From an optimization exercise on the open Yosys and OpenROAD flow, aimed at small area, a short achievable clock period and few clock cycles per item; shortcuts taken in it are not production practice. The RTL was checked by simulation tests, not by an equivalence proof against the original design. No activity file was given, so power comes from the tool's default toggle rates.

===== flow/config.mk =====
export PLATFORM = sky130hd
export DESIGN_NAME = rv_core
export DESIGN_NICKNAME = rv_core
export VERILOG_FILES = /design/flow/design.v
export SDC_FILE = /design/flow/constraint.sdc
export NUM_CORES = 8
export LEC_CHECK = 0
export CAP_MARGIN = 20
export CORE_MARGIN = 2
export CORE_UTILIZATION = 40
export SLEW_MARGIN = 20

===== flow/run.sh =====
#!/bin/bash
# synth_recipe.tcl (not shown) runs the flow's synth.tcl, then flattens the netlist and writes it again
# the make line also repeats each setting of config.mk as NAME=value (left out here)
make -C /OpenROAD-flow-scripts/flow DESIGN_CONFIG=/design/flow/config.mk WORK_HOME=/design/flow/orfs CLKGATE_MAP_FILE= SYNTH_SCRIPT=/design/flow/synth_recipe.tcl finish

===== flow/design.v =====
package rv_pkg;
    localparam int XLEN       = 32;
    localparam int REG_ADDR_W = 5;
    localparam int BP_ENTRIES = 64;
    localparam int BP_IDX_W   = 6;
    localparam logic [XLEN-1:0] RESET_PC = '0;
    localparam logic [6:0] OPC_OP     = 7'b0110011;
    localparam logic [6:0] OPC_OP_IMM = 7'b0010011;
    localparam logic [6:0] OPC_LUI    = 7'b0110111;
    localparam logic [6:0] OPC_JAL    = 7'b1101111;
    localparam logic [6:0] OPC_BRANCH = 7'b1100011;
    typedef enum logic [1:0] {
        BHT_SNT = 2'b00,
        BHT_WNT = 2'b01,
        BHT_WT  = 2'b10,
        BHT_ST  = 2'b11
    } bht_state_e;
    typedef enum logic [3:0] {
        ALU_ADD,
        ALU_SUB,
        ALU_AND,
        ALU_OR,
        ALU_XOR,
        ALU_SLL,
        ALU_SRL,
        ALU_SRA,
        ALU_SLT,
        ALU_SLTU,
        ALU_PASS_B
    } alu_op_e;
    typedef struct packed {
        logic    reg_write;
        logic    use_imm;
        logic    is_branch;
        logic    is_jal;
        alu_op_e alu_op;
    } dec_ctrl_t;
endpackage
module branch_predictor (
    input  logic                    clk,
    input  logic                    rst_n,
    input  logic [rv_pkg::XLEN-1:0] lookup_pc_i,
    output logic                    pred_taken_o,
    output logic [rv_pkg::XLEN-1:0] pred_target_o,
    input  logic                    upd_valid_i,
    input  logic [rv_pkg::XLEN-1:0] upd_pc_i,
    input  logic                    upd_taken_i,
    input  logic [rv_pkg::XLEN-1:0] upd_target_i,
    input  logic                    upd_jal_i
);
    rv_pkg::bht_state_e      bht_q [rv_pkg::BP_ENTRIES];
    logic [rv_pkg::XLEN-1:0] btb_q [rv_pkg::BP_ENTRIES];
    logic [rv_pkg::BP_IDX_W-1:0] lk_idx;
    logic [rv_pkg::BP_IDX_W-1:0] up_idx;
    logic [1:0]                  lk_state;
    assign lk_idx = lookup_pc_i[rv_pkg::BP_IDX_W+1:2];
    assign up_idx = upd_pc_i[rv_pkg::BP_IDX_W+1:2];
    assign lk_state      = bht_q[lk_idx];
    assign pred_taken_o  = lk_state[1];
    assign pred_target_o = btb_q[lk_idx];
    always_ff @(posedge clk or negedge rst_n) begin
        if (!rst_n) begin
            for (int i = 0; i < rv_pkg::BP_ENTRIES; i++) begin
                bht_q[i] <= rv_pkg::BHT_WNT;
                btb_q[i] <= '0;
            end
        end else if (upd_valid_i) begin
            btb_q[up_idx] <= upd_target_i;
            if (upd_jal_i) begin
                bht_q[up_idx] <= rv_pkg::BHT_ST;
            end else if (upd_taken_i && bht_q[up_idx] != rv_pkg::BHT_ST) begin
                bht_q[up_idx] <= rv_pkg::bht_state_e'(bht_q[up_idx] + 2'd1);
            end else if (!upd_taken_i && bht_q[up_idx] != rv_pkg::BHT_SNT) begin
                bht_q[up_idx] <= rv_pkg::bht_state_e'(bht_q[up_idx] - 2'd1);
            end
        end
    end
endmodule
module fetch_stage (
    input  logic                    clk,
    input  logic                    rst_n,
    output logic [rv_pkg::XLEN-1:0] imem_addr_o,
    input  logic [rv_pkg::XLEN-1:0] imem_data_i,
    output logic                    fd_valid_o,
    output logic [rv_pkg::XLEN-1:0] fd_pc_o,
    output logic [rv_pkg::XLEN-1:0] fd_instr_o,
    output logic                    fd_pred_taken_o,
    output logic [rv_pkg::XLEN-1:0] fd_pred_target_o,
    input  logic                    redirect_i,
    input  logic [rv_pkg::XLEN-1:0] redirect_pc_i,
    input  logic                    upd_valid_i,
    input  logic [rv_pkg::XLEN-1:0] upd_pc_i,
    input  logic                    upd_taken_i,
    input  logic [rv_pkg::XLEN-1:0] upd_target_i,
    input  logic                    upd_jal_i
);
    logic [rv_pkg::XLEN-1:0] pc_q;
    logic [rv_pkg::XLEN-1:0] pc_next;
    logic [rv_pkg::XLEN-1:0] pred_target;
    logic                    pred_taken;
    branch_predictor u_bp (
        .clk          (clk),
        .rst_n        (rst_n),
        .lookup_pc_i  (pc_q),
        .pred_taken_o (pred_taken),
        .pred_target_o(pred_target),
        .upd_valid_i  (upd_valid_i),
        .upd_pc_i     (upd_pc_i),
        .upd_taken_i  (upd_taken_i),
        .upd_target_i (upd_target_i),
        .upd_jal_i    (upd_jal_i)
    );
    assign imem_addr_o = pc_q;
    always_comb begin
        if (redirect_i) begin
            pc_next = redirect_pc_i;
        end else if (pred_taken) begin
            pc_next = pred_target;
        end else begin
            pc_next = pc_q + 32'd4;
        end
    end
    always_ff @(posedge clk or negedge rst_n) begin
        if (!rst_n) begin
            pc_q       <= rv_pkg::RESET_PC;
            fd_valid_o <= 1'b0;
        end else begin
            pc_q       <= pc_next;
            fd_valid_o <= !redirect_i;
        end
    end
    always_ff @(posedge clk) begin
        fd_pc_o          <= pc_q;
        fd_instr_o       <= imem_data_i;
        fd_pred_taken_o  <= pred_taken;
        fd_pred_target_o <= pred_target;
    end
endmodule
module regfile (
    input  logic                          clk,
    input  logic                          rst_n,
    input  logic [rv_pkg::REG_ADDR_W-1:0] rs1_i,
    input  logic [rv_pkg::REG_ADDR_W-1:0] rs2_i,
    output logic [rv_pkg::XLEN-1:0]       rs1_data_o,
    output logic [rv_pkg::XLEN-1:0]       rs2_data_o,
    input  logic                          we_i,
    input  logic [rv_pkg::REG_ADDR_W-1:0] rd_i,
    input  logic [rv_pkg::XLEN-1:0]       wdata_i
);
    logic [rv_pkg::XLEN-1:0] regs_q [32];
    assign rs1_data_o = regs_q[rs1_i];
    assign rs2_data_o = regs_q[rs2_i];
    always_ff @(posedge clk or negedge rst_n) begin
        if (!rst_n) begin
            for (int i = 0; i < 32; i++) begin
                regs_q[i] <= '0;
            end
        end else if (we_i && rd_i != '0) begin
            regs_q[rd_i] <= wdata_i;
        end
    end
endmodule
module decode_stage (
    input  logic                          clk,
    input  logic                          rst_n,
    input  logic                          fd_valid_i,
    input  logic [rv_pkg::XLEN-1:0]       fd_pc_i,
    input  logic [rv_pkg::XLEN-1:0]       fd_instr_i,
    input  logic                          fd_pred_taken_i,
    input  logic [rv_pkg::XLEN-1:0]       fd_pred_target_i,
    output logic                          dx_valid_o,
    output logic [rv_pkg::XLEN-1:0]       dx_pc_o,
    output logic [rv_pkg::REG_ADDR_W-1:0] dx_rs1_o,
    output logic [rv_pkg::REG_ADDR_W-1:0] dx_rs2_o,
    output logic [rv_pkg::REG_ADDR_W-1:0] dx_rd_o,
    output logic [2:0]                    dx_funct3_o,
    output logic [rv_pkg::XLEN-1:0]       dx_imm_o,
    output logic [rv_pkg::XLEN-1:0]       dx_rs1_data_o,
    output logic [rv_pkg::XLEN-1:0]       dx_rs2_data_o,
    output rv_pkg::dec_ctrl_t             dx_ctrl_o,
    output logic                          dx_pred_taken_o,
    output logic [rv_pkg::XLEN-1:0]       dx_pred_target_o,
    input  logic                          wb_valid_i,
    input  logic [rv_pkg::REG_ADDR_W-1:0] wb_rd_i,
    input  logic                          wb_reg_write_i,
    input  logic [rv_pkg::XLEN-1:0]       wb_result_i,
    input  logic                          flush_i
);
    logic [6:0]                    opcode;
    logic [2:0]                    funct3;
    logic [rv_pkg::REG_ADDR_W-1:0] rs1;
    logic [rv_pkg::REG_ADDR_W-1:0] rs2;
    logic [rv_pkg::REG_ADDR_W-1:0] rd;
    logic [rv_pkg::XLEN-1:0]       imm;
    logic [rv_pkg::XLEN-1:0]       rf_rs1;
    logic [rv_pkg::XLEN-1:0]       rf_rs2;
    logic                          wb_wr;
    logic                          alt;
    rv_pkg::dec_ctrl_t             ctrl;
    rv_pkg::alu_op_e               sel_op;
    always_comb begin
        case (funct3)
            3'b000:  sel_op = alt ? rv_pkg::ALU_SUB : rv_pkg::ALU_ADD;
            3'b001:  sel_op = rv_pkg::ALU_SLL;
            3'b010:  sel_op = rv_pkg::ALU_SLT;
            3'b011:  sel_op = rv_pkg::ALU_SLTU;
            3'b100:  sel_op = rv_pkg::ALU_XOR;
            3'b101:  sel_op = alt ? rv_pkg::ALU_SRA : rv_pkg::ALU_SRL;
            3'b110:  sel_op = rv_pkg::ALU_OR;
            default: sel_op = rv_pkg::ALU_AND;
        endcase
    end
    assign opcode = fd_instr_i[6:0];
    assign rd     = fd_instr_i[11:7];
    assign funct3 = fd_instr_i[14:12];
    assign rs1    = fd_instr_i[19:15];
    assign rs2    = fd_instr_i[24:20];
    assign alt = fd_instr_i[30] && (opcode == rv_pkg::OPC_OP || funct3 == 3'b101);
    always_comb begin
        case (opcode)
            rv_pkg::OPC_OP_IMM: imm = {{20{fd_instr_i[31]}}, fd_instr_i[31:20]};
            rv_pkg::OPC_BRANCH: imm = {{19{fd_instr_i[31]}}, fd_instr_i[31], fd_instr_i[7],
                                       fd_instr_i[30:25], fd_instr_i[11:8], 1'b0};
            rv_pkg::OPC_LUI:    imm = {fd_instr_i[31:12], 12'b0};
            rv_pkg::OPC_JAL:    imm = {{11{fd_instr_i[31]}}, fd_instr_i[31], fd_instr_i[19:12],
                                       fd_instr_i[20], fd_instr_i[30:21], 1'b0};
            default:            imm = '0;
        endcase
    end
    always_comb begin
        ctrl        = '0;
        ctrl.alu_op = sel_op;
        case (opcode)
            rv_pkg::OPC_OP: begin
                ctrl.reg_write = 1'b1;
            end
            rv_pkg::OPC_OP_IMM: begin
                ctrl.reg_write = 1'b1;
                ctrl.use_imm   = 1'b1;
            end
            rv_pkg::OPC_LUI: begin
                ctrl.reg_write = 1'b1;
                ctrl.use_imm   = 1'b1;
                ctrl.alu_op    = rv_pkg::ALU_PASS_B;
            end
            rv_pkg::OPC_JAL: begin
                ctrl.reg_write = 1'b1;
                ctrl.is_jal    = 1'b1;
            end
            rv_pkg::OPC_BRANCH: begin
                ctrl.is_branch = 1'b1;
            end
            default: begin
                ctrl.alu_op = rv_pkg::ALU_ADD;
            end
        endcase
    end
    regfile u_regfile (
        .clk       (clk),
        .rst_n     (rst_n),
        .rs1_i     (rs1),
        .rs2_i     (rs2),
        .rs1_data_o(rf_rs1),
        .rs2_data_o(rf_rs2),
        .we_i      (wb_valid_i && wb_reg_write_i),
        .rd_i      (wb_rd_i),
        .wdata_i   (wb_result_i)
    );
    assign wb_wr = wb_valid_i && wb_reg_write_i && (wb_rd_i != '0);
    always_ff @(posedge clk or negedge rst_n) begin
        if (!rst_n) begin
            dx_valid_o <= 1'b0;
        end else begin
            dx_valid_o <= fd_valid_i && !flush_i;
        end
    end
    always_ff @(posedge clk) begin
        dx_pc_o          <= fd_pc_i;
        dx_rs1_o         <= rs1;
        dx_rs2_o         <= rs2;
        dx_rd_o          <= ctrl.reg_write ? rd : '0;
        dx_funct3_o      <= funct3;
        dx_imm_o         <= imm;
        dx_rs1_data_o    <= (wb_wr && wb_rd_i == rs1) ? wb_result_i : rf_rs1;
        dx_rs2_data_o    <= (wb_wr && wb_rd_i == rs2) ? wb_result_i : rf_rs2;
        dx_ctrl_o        <= ctrl;
        dx_pred_taken_o  <= fd_pred_taken_i;
        dx_pred_target_o <= fd_pred_target_i;
    end
endmodule
module alu (
    input  logic [rv_pkg::XLEN-1:0] a_i,
    input  logic [rv_pkg::XLEN-1:0] b_i,
    input  rv_pkg::alu_op_e         op_i,
    output logic [rv_pkg::XLEN-1:0] y_o
);
    logic [4:0] shamt;
    logic       lt_s;
    logic       lt_u;
    assign shamt = b_i[4:0];
    assign lt_s  = $signed(a_i) < $signed(b_i);
    assign lt_u  = a_i < b_i;
    always_comb begin
        case (op_i)
            rv_pkg::ALU_ADD:  y_o = a_i + b_i;
            rv_pkg::ALU_SUB:  y_o = a_i - b_i;
            rv_pkg::ALU_AND:  y_o = a_i & b_i;
            rv_pkg::ALU_OR:   y_o = a_i | b_i;
            rv_pkg::ALU_XOR:  y_o = a_i ^ b_i;
            rv_pkg::ALU_SLL:  y_o = a_i << shamt;
            rv_pkg::ALU_SRL:  y_o = a_i >> shamt;
            rv_pkg::ALU_SRA:  y_o = $signed(a_i) >>> shamt;
            rv_pkg::ALU_SLT:  y_o = {{(rv_pkg::XLEN-1){1'b0}}, lt_s};
            rv_pkg::ALU_SLTU: y_o = {{(rv_pkg::XLEN-1){1'b0}}, lt_u};
            default:          y_o = b_i;
        endcase
    end
endmodule
module execute_stage (
    input  logic                          clk,
    input  logic                          rst_n,
    input  logic                          dx_valid_i,
    input  logic [rv_pkg::XLEN-1:0]       dx_pc_i,
    input  logic [rv_pkg::REG_ADDR_W-1:0] dx_rs1_i,
    input  logic [rv_pkg::REG_ADDR_W-1:0] dx_rs2_i,
    input  logic [rv_pkg::REG_ADDR_W-1:0] dx_rd_i,
    input  logic [2:0]                    dx_funct3_i,
    input  logic [rv_pkg::XLEN-1:0]       dx_imm_i,
    input  logic [rv_pkg::XLEN-1:0]       dx_rs1_data_i,
    input  logic [rv_pkg::XLEN-1:0]       dx_rs2_data_i,
    input  rv_pkg::dec_ctrl_t             dx_ctrl_i,
    input  logic                          dx_pred_taken_i,
    input  logic [rv_pkg::XLEN-1:0]       dx_pred_target_i,
    output logic                          xw_valid_o,
    output logic [rv_pkg::XLEN-1:0]       xw_pc_o,
    output logic [rv_pkg::REG_ADDR_W-1:0] xw_rd_o,
    output logic                          xw_reg_write_o,
    output logic [rv_pkg::XLEN-1:0]       xw_result_o,
    output logic                          redirect_o,
    output logic [rv_pkg::XLEN-1:0]       redirect_pc_o,
    output logic                          upd_valid_o,
    output logic [rv_pkg::XLEN-1:0]       upd_pc_o,
    output logic                          upd_taken_o,
    output logic [rv_pkg::XLEN-1:0]       upd_target_o,
    output logic                          upd_jal_o
);
    logic [rv_pkg::XLEN-1:0] op_a;
    logic [rv_pkg::XLEN-1:0] op_b;
    logic [rv_pkg::XLEN-1:0] alu_b;
    logic [rv_pkg::XLEN-1:0] alu_y;
    logic [rv_pkg::XLEN-1:0] pc_plus4;
    logic [rv_pkg::XLEN-1:0] target;
    logic [rv_pkg::XLEN-1:0] actual_next;
    logic [rv_pkg::XLEN-1:0] pred_next;
    logic [rv_pkg::XLEN-1:0] result;
    logic                    xw_wr;
    logic                    cond;
    logic                    taken;
    assign xw_wr = xw_valid_o && xw_reg_write_o && (xw_rd_o != '0);
    assign op_a  = (xw_wr && xw_rd_o == dx_rs1_i) ? xw_result_o : dx_rs1_data_i;
    assign op_b  = (xw_wr && xw_rd_o == dx_rs2_i) ? xw_result_o : dx_rs2_data_i;
    assign alu_b = dx_ctrl_i.use_imm ? dx_imm_i : op_b;
    alu u_alu (
        .a_i (op_a),
        .b_i (alu_b),
        .op_i(dx_ctrl_i.alu_op),
        .y_o (alu_y)
    );
    always_comb begin
        case (dx_funct3_i)
            3'b000:  cond = op_a == op_b;
            3'b001:  cond = op_a != op_b;
            3'b100:  cond = $signed(op_a) < $signed(op_b);
            3'b101:  cond = $signed(op_a) >= $signed(op_b);
            3'b110:  cond = op_a < op_b;
            3'b111:  cond = op_a >= op_b;
            default: cond = 1'b0;
        endcase
    end
    assign pc_plus4    = dx_pc_i + 32'd4;
    assign target      = dx_pc_i + dx_imm_i;
    assign taken       = dx_ctrl_i.is_jal || (dx_ctrl_i.is_branch && cond);
    assign actual_next = taken ? target : pc_plus4;
    assign pred_next   = dx_pred_taken_i ? dx_pred_target_i : pc_plus4;
    assign redirect_o    = dx_valid_i && (actual_next != pred_next);
    assign redirect_pc_o = actual_next;
    assign upd_valid_o   = dx_valid_i && (dx_ctrl_i.is_branch || dx_ctrl_i.is_jal);
    assign upd_pc_o      = dx_pc_i;
    assign upd_taken_o   = taken;
    assign upd_target_o  = target;
    assign upd_jal_o     = dx_ctrl_i.is_jal;
    always_comb begin
        if (dx_rd_i == '0) begin
            result = '0;
        end else if (dx_ctrl_i.is_jal) begin
            result = pc_plus4;
        end else begin
            result = alu_y;
        end
    end
    always_ff @(posedge clk or negedge rst_n) begin
        if (!rst_n) begin
            xw_valid_o <= 1'b0;
        end else begin
            xw_valid_o <= dx_valid_i;
        end
    end
    always_ff @(posedge clk) begin
        xw_pc_o        <= dx_pc_i;
        xw_rd_o        <= dx_rd_i;
        xw_reg_write_o <= dx_ctrl_i.reg_write;
        xw_result_o    <= result;
    end
endmodule
module rv_core (
    input  logic                          clk,
    input  logic                          rst_n,
    output logic [rv_pkg::XLEN-1:0]       imem_addr_o,
    input  logic [rv_pkg::XLEN-1:0]       imem_data_i,
    output logic                          retire_valid_o,
    output logic [rv_pkg::XLEN-1:0]       retire_pc_o,
    output logic [rv_pkg::REG_ADDR_W-1:0] retire_rd_o,
    output logic [rv_pkg::XLEN-1:0]       retire_data_o
);
    logic                          fd_valid;
    logic [rv_pkg::XLEN-1:0]       fd_pc;
    logic [rv_pkg::XLEN-1:0]       fd_instr;
    logic                          fd_pred_taken;
    logic [rv_pkg::XLEN-1:0]       fd_pred_target;
    logic                          dx_valid;
    logic [rv_pkg::XLEN-1:0]       dx_pc;
    logic [rv_pkg::REG_ADDR_W-1:0] dx_rs1;
    logic [rv_pkg::REG_ADDR_W-1:0] dx_rs2;
    logic [rv_pkg::REG_ADDR_W-1:0] dx_rd;
    logic [2:0]                    dx_funct3;
    logic [rv_pkg::XLEN-1:0]       dx_imm;
    logic [rv_pkg::XLEN-1:0]       dx_rs1_data;
    logic [rv_pkg::XLEN-1:0]       dx_rs2_data;
    rv_pkg::dec_ctrl_t             dx_ctrl;
    logic                          dx_pred_taken;
    logic [rv_pkg::XLEN-1:0]       dx_pred_target;
    logic                          xw_valid;
    logic [rv_pkg::XLEN-1:0]       xw_pc;
    logic [rv_pkg::REG_ADDR_W-1:0] xw_rd;
    logic                          xw_reg_write;
    logic [rv_pkg::XLEN-1:0]       xw_result;
    logic                          redirect;
    logic [rv_pkg::XLEN-1:0]       redirect_pc;
    logic                          upd_valid;
    logic [rv_pkg::XLEN-1:0]       upd_pc;
    logic                          upd_taken;
    logic [rv_pkg::XLEN-1:0]       upd_target;
    logic                          upd_jal;
    fetch_stage u_fetch (
        .clk             (clk),
        .rst_n           (rst_n),
        .imem_addr_o     (imem_addr_o),
        .imem_data_i     (imem_data_i),
        .fd_valid_o      (fd_valid),
        .fd_pc_o         (fd_pc),
        .fd_instr_o      (fd_instr),
        .fd_pred_taken_o (fd_pred_taken),
        .fd_pred_target_o(fd_pred_target),
        .redirect_i      (redirect),
        .redirect_pc_i   (redirect_pc),
        .upd_valid_i     (upd_valid),
        .upd_pc_i        (upd_pc),
        .upd_taken_i     (upd_taken),
        .upd_target_i    (upd_target),
        .upd_jal_i       (upd_jal)
    );
    decode_stage u_decode (
        .clk             (clk),
        .rst_n           (rst_n),
        .fd_valid_i      (fd_valid),
        .fd_pc_i         (fd_pc),
        .fd_instr_i      (fd_instr),
        .fd_pred_taken_i (fd_pred_taken),
        .fd_pred_target_i(fd_pred_target),
        .dx_valid_o      (dx_valid),
        .dx_pc_o         (dx_pc),
        .dx_rs1_o        (dx_rs1),
        .dx_rs2_o        (dx_rs2),
        .dx_rd_o         (dx_rd),
        .dx_funct3_o     (dx_funct3),
        .dx_imm_o        (dx_imm),
        .dx_rs1_data_o   (dx_rs1_data),
        .dx_rs2_data_o   (dx_rs2_data),
        .dx_ctrl_o       (dx_ctrl),
        .dx_pred_taken_o (dx_pred_taken),
        .dx_pred_target_o(dx_pred_target),
        .wb_valid_i      (xw_valid),
        .wb_rd_i         (xw_rd),
        .wb_reg_write_i  (xw_reg_write),
        .wb_result_i     (xw_result),
        .flush_i         (redirect)
    );
    execute_stage u_execute (
        .clk             (clk),
        .rst_n           (rst_n),
        .dx_valid_i      (dx_valid),
        .dx_pc_i         (dx_pc),
        .dx_rs1_i        (dx_rs1),
        .dx_rs2_i        (dx_rs2),
        .dx_rd_i         (dx_rd),
        .dx_funct3_i     (dx_funct3),
        .dx_imm_i        (dx_imm),
        .dx_rs1_data_i   (dx_rs1_data),
        .dx_rs2_data_i   (dx_rs2_data),
        .dx_ctrl_i       (dx_ctrl),
        .dx_pred_taken_i (dx_pred_taken),
        .dx_pred_target_i(dx_pred_target),
        .xw_valid_o      (xw_valid),
        .xw_pc_o         (xw_pc),
        .xw_rd_o         (xw_rd),
        .xw_reg_write_o  (xw_reg_write),
        .xw_result_o     (xw_result),
        .redirect_o      (redirect),
        .redirect_pc_o   (redirect_pc),
        .upd_valid_o     (upd_valid),
        .upd_pc_o        (upd_pc),
        .upd_taken_o     (upd_taken),
        .upd_target_o    (upd_target),
        .upd_jal_o       (upd_jal)
    );
    assign retire_valid_o = xw_valid;
    assign retire_pc_o    = xw_pc;
    assign retire_rd_o    = xw_rd;
    assign retire_data_o  = xw_result;
endmodule

===== flow/constraint.sdc =====
create_clock -name core_clock -period 10.0 [get_ports {clk}]
set_input_delay 2.0000 -clock core_clock [delete_from_list [all_inputs] [get_ports {clk}]]
set_output_delay 2.0000 -clock core_clock [all_outputs]
set_load 0.01 [all_outputs]

==> run summary <==
[worst register-to-register path: cells and delay by family, from the launching register on]
kind / cells / cell delay (ns)
adder cells (fa/ha/maj): 1 / 0.36
AND/OR/NAND/NOR: 4 / 1.37
AO/OA/AOI/OAI: 10 / 3.80
flip-flops: 1 / 0.76
multiplexers: 2 / 0.92
buffers and inverters: 4 / 1.47
[cells in the mapped netlist (75+ instances only)]
cell type and count:
o21ai_0 2136, xnor2_1 101, nor3_1 76, mux2i_1 177, nand2_1 2315, inv_1 132, mux2_2 1369, ha_1 168
xor2_1 75, dfxtp_1 354, a221oi_1 640, a22o_1 616, a22oi_1 792, a21oi_1 323, nor2_1 495, buf_1 117
nand3_1 204, nand4_1 316, clkbuf_1 1342, dfrtp_1 3171
[through the flow]
step                      total power [W]  utilization  cell area [sq um]  setup WS, ns
after global placement             0.0196        0.422             173000          1.44
final                              0.0343        0.454             186000          1.20
after CTS                          0.0341        0.454             186000          1.28
after detailed placement           0.0196        0.422             173000          1.31
after floorplan                    0.0171            -             164000          4.02
after global routing               0.0349        0.454             186000         0.783
[logic make-up (layout without fill, tap and decap cells)]
group	Yosys count	in the layout	synth area share
other	0	66	0
DFF	3589	3589	0.536
muxes	1556	1556	0.106
xor gates and xnor gates	179	179	0.00979
adders and majority gates	171	171	0.0131
AOI/OAI and AO/OA	5015	5015	0.204
buffers and inverters	1611	1408	0.0370
and+or+nand+nor	3657	3657	0.0948
[power by group through the flow]
stage / Clock [W] / Combinational, W / Sequential [W]
after floorplan: 0 / 0.00197 / 0.0151
after global placement: 0 / 0.00441 / 0.0152
after detailed placement: 0 / 0.00440 / 0.0152
after CTS: 0.0147 / 0.00441 / 0.0149
after global routing: 0.0153 / 0.00465 / 0.0149
final: 0.0148 / 0.00464 / 0.0149
[area by class of cell]
cell class,count,area [sq um],share of cell area
antenna,66,165,0.000888
clock buffer,562,11100,0.0598
clock inverter,116,1650,0.00885
inverter,135,507,0.00272
multi-input combinational,10600,72500,0.390
sequential,3589,88100,0.474
tap,5451,6820,0.0367
timing repair buffer,595,5140,0.0277
[how the worst max path moves through the flow]
| stage | from | to | depth (start not counted) |
|---|---|---|---|
| floorplan | u_execute.xw_rd_o[4]$_DFF_P_ | u_fetch.pc_q[30]$_DFF_PN0_ | 23 |
| global placement | u_execute.xw_rd_o[3]$_DFF_P_ | u_fetch.pc_q[21]$_DFF_PN0_ | 21 |
| detailed placement | u_execute.xw_rd_o[3]$_DFF_P_ | u_fetch.pc_q[27]$_DFF_PN0_ | 21 |
| CTS | u_execute.xw_rd_o[3]$_DFF_P_ | u_fetch.pc_q[27]$_DFF_PN0_ | 21 |
| global route | u_execute.xw_rd_o[3]$_DFF_P_ | u_fetch.pc_q[27]$_DFF_PN0_ | 21 |
| finish | u_execute.xw_rd_o[3]$_DFF_P_ | u_fetch.pc_q[27]$_DFF_PN0_ | 21 |
[registers in the layout (all words and copies together), names as in the netlist, 3 cells and up]
name and flops:
u_decode.dx_rs1_data_o 32, u_decode.u_regfile.regs_q 1024, u_decode.dx_rd_o 5, u_execute.xw_pc_o 32
u_fetch.pc_q 32, u_fetch.fd_pc_o 32, u_fetch.u_bp.bht_q 128, u_decode.dx_pred_target_o 32
u_execute.xw_result_o 32, u_decode.dx_funct3_o 3, u_decode.dx_rs1_o 5, u_decode.dx_ctrl_o 8
u_fetch.u_bp.btb_q 2048, u_decode.dx_imm_o 32, u_fetch.fd_instr_o 32, u_fetch.fd_pred_target_o 32
u_decode.dx_rs2_data_o 32, u_decode.dx_rs2_o 5, u_decode.dx_pc_o 32, u_execute.xw_rd_o 5
[layer usage]
| layer | GRT usage | routed length, microns |
|---|---|---|
| met1 | 0.464 | 289000 |
| met2 | 0.544 | 338000 |
| met3 | 0.126 | 105000 |
| met4 | 0.286 | 74200 |
| met5 | 0.000694 | 505 |
==> reports/metrics.cfg <==
[status]
status=no timing/DRC/antenna violations

[logic_synthesis]
synth_edf_count=0
synth_top_cell_area_share=0.482
synth_top_area_cell=dfrtp_1
syn_area_sq_um=164000
postSynthCellCount=15800
syn_avg_cell_area_sq_um=10.4
async_flop_share=0.901
synth_nets=16000
ys_seq_elements=3589
ys_seq_area_frac=0.536
synth-warning-count=9
dominantRegCellSynth=dfrtp_1
synthDistinctLibCells=90
synth_area_leaders=dfrtp_1, mux2_2, o21ai_0

[timing]
tightest_slew_ns=1.27
tns_ns=0
hold_viol=0
relSlewSlack=0.152
holdWs_ns=0.310
skew_ns=0.0951
final.min_clock_period_ns=8.80
fin_crit_sh=0.880
rsz0062_at_grt=false
slew_violations=0
setup_viol=0
fmaxAchievable_ghz=0.114

[clock_tree]
tritoncts=built
cts_num_sinks=3589
cts_hold_buf=0
post_cts.repair.setup_buffers=0
ctsHtreeMaxLevel=5
clkLatencyLatePin_ns=1.04
cts-buffers-inserted=376
cts_max_path_buffers=4
cts-root-buf=clkbuf_16
cts.clk_slew.worst_paths_ns=0.06
post_cts_resized=0

[run]
drv_cap=0

[critical_path]
reg2reg_depth=21
path_cells=nor2_1, a21oi_1, nand4_1, buf_4, mux2i_1, inv_1, ha_1, nand3_1, nor4_1, a21boi_0, o31ai_2, a311o_1, a21o_1, a21oi_4, buf_4, o21ai_0, a221oi_1, o2111ai_1, o31ai_4, buf_4, mux2_2
crit_fanout=32
critPathLaunchType=flop
worst_path_largest_cell_delay_ns=0.77
reg2reg_slack_ns=1.20
cp_slowest_cell=nor4_1
critPathBufInv=4
crit_required_ns=10.89
critPathCaptureType=flop
critPathArrivalTime_ns=9.68
crit_type=reg2reg
critical_path.top_delay_family=compound AO/OA/AOI/OAI gates
timing.rr.start=u_execute.xw_rd_o[3]$_DFF_P_
worstReg2RegEnd=u_fetch.pc_q[27]$_DFF_PN0_
critPathMostFrequentCell=buf_4

[floorplan]
row_count=235
die_w_microns=645
die_y_microns=645
io_pins=136
die-area_sq_um=416000
initial_core_util=0.402
core_sq_um=410000

[detailed_routing]
wl_per_cell_microns=38.2
drt_pre_antenna_iters=9
ant_nets=0
drt_iter0_markers=23700
viasPerCell=6.82
vias=144000
drt-total-wl_microns=806000
drcViolationCount=0

[global_route]
antenna_found_initial=68
grt_pass1_vias=134000
grt-ovfl-total=0
grt.total_usage=0.376
grt_max_degree=176
grt_pass1_wl_microns=1110000

[min_path]
hp-class=reg2reg
min-delay-start=u_fetch.fd_pred_target_o[6]$_DFF_P_
hold_end=u_decode.dx_pred_target_o[6]$_DFF_P_
holdPathStages=0

[final_layout]
layout-drive-gt1-share=0.180
final_nets=15500
mostFrequentLayoutCell=dfrtp_1
syn_to_final_growth_pct=13.1
final_cell_mix=dfrtp_1, nand2_1, o21ai_0
layoutNonFillerInstCount=21100
nFillCells=38500

[power]
p_switching_w=0.0103
switching_share=0.300
seq_power_share=0.435
power_density_nw_per_um2=185
power.share.clock=0.430
p_leak_nw=83.1
peakVddDrop_uv=282
pwr-share-comb=0.135
p_int_w=0.0240

[placed_design]
place.gp.congestion=1.00
dp_cells=20300
dp_hpwl_microns=459000
io_buffers=135

Testbench counts, summed over its fixed seeds: cycles 81,812, instrs 80,000.

## port drivers added, routing unchanged
How much do the figures lean on ideal ports? The routed layout below was timed once more, with nothing changed but the port constraints. Step 1 assumes that a clkbuf_16 drives the clock port and a buf_2 every other input. Step 2 moves the port delays by t, midway between the first and last clock arrival at a register: inputs arrive t later, outputs are due t later. That takes back most of the time a late clock gives input paths. Three values: ideal ports, drivers, drivers and shift; two values: the first two.
shift t [ns]: 1.107
setup WS [ns]: 1.204 / 1.204 / 1.204
hold WS [ns]: 0.310 / 0.310 / 0.310
latest minus earliest clock arrival (ns): 0.101 / 0.101
worst slew at a driven data input, ns: 0.11
After both steps setup and hold are still met in this run. For this run, drivers alone change the setup slack by 0.000 ns; drivers and shift together by 0.000 ns.
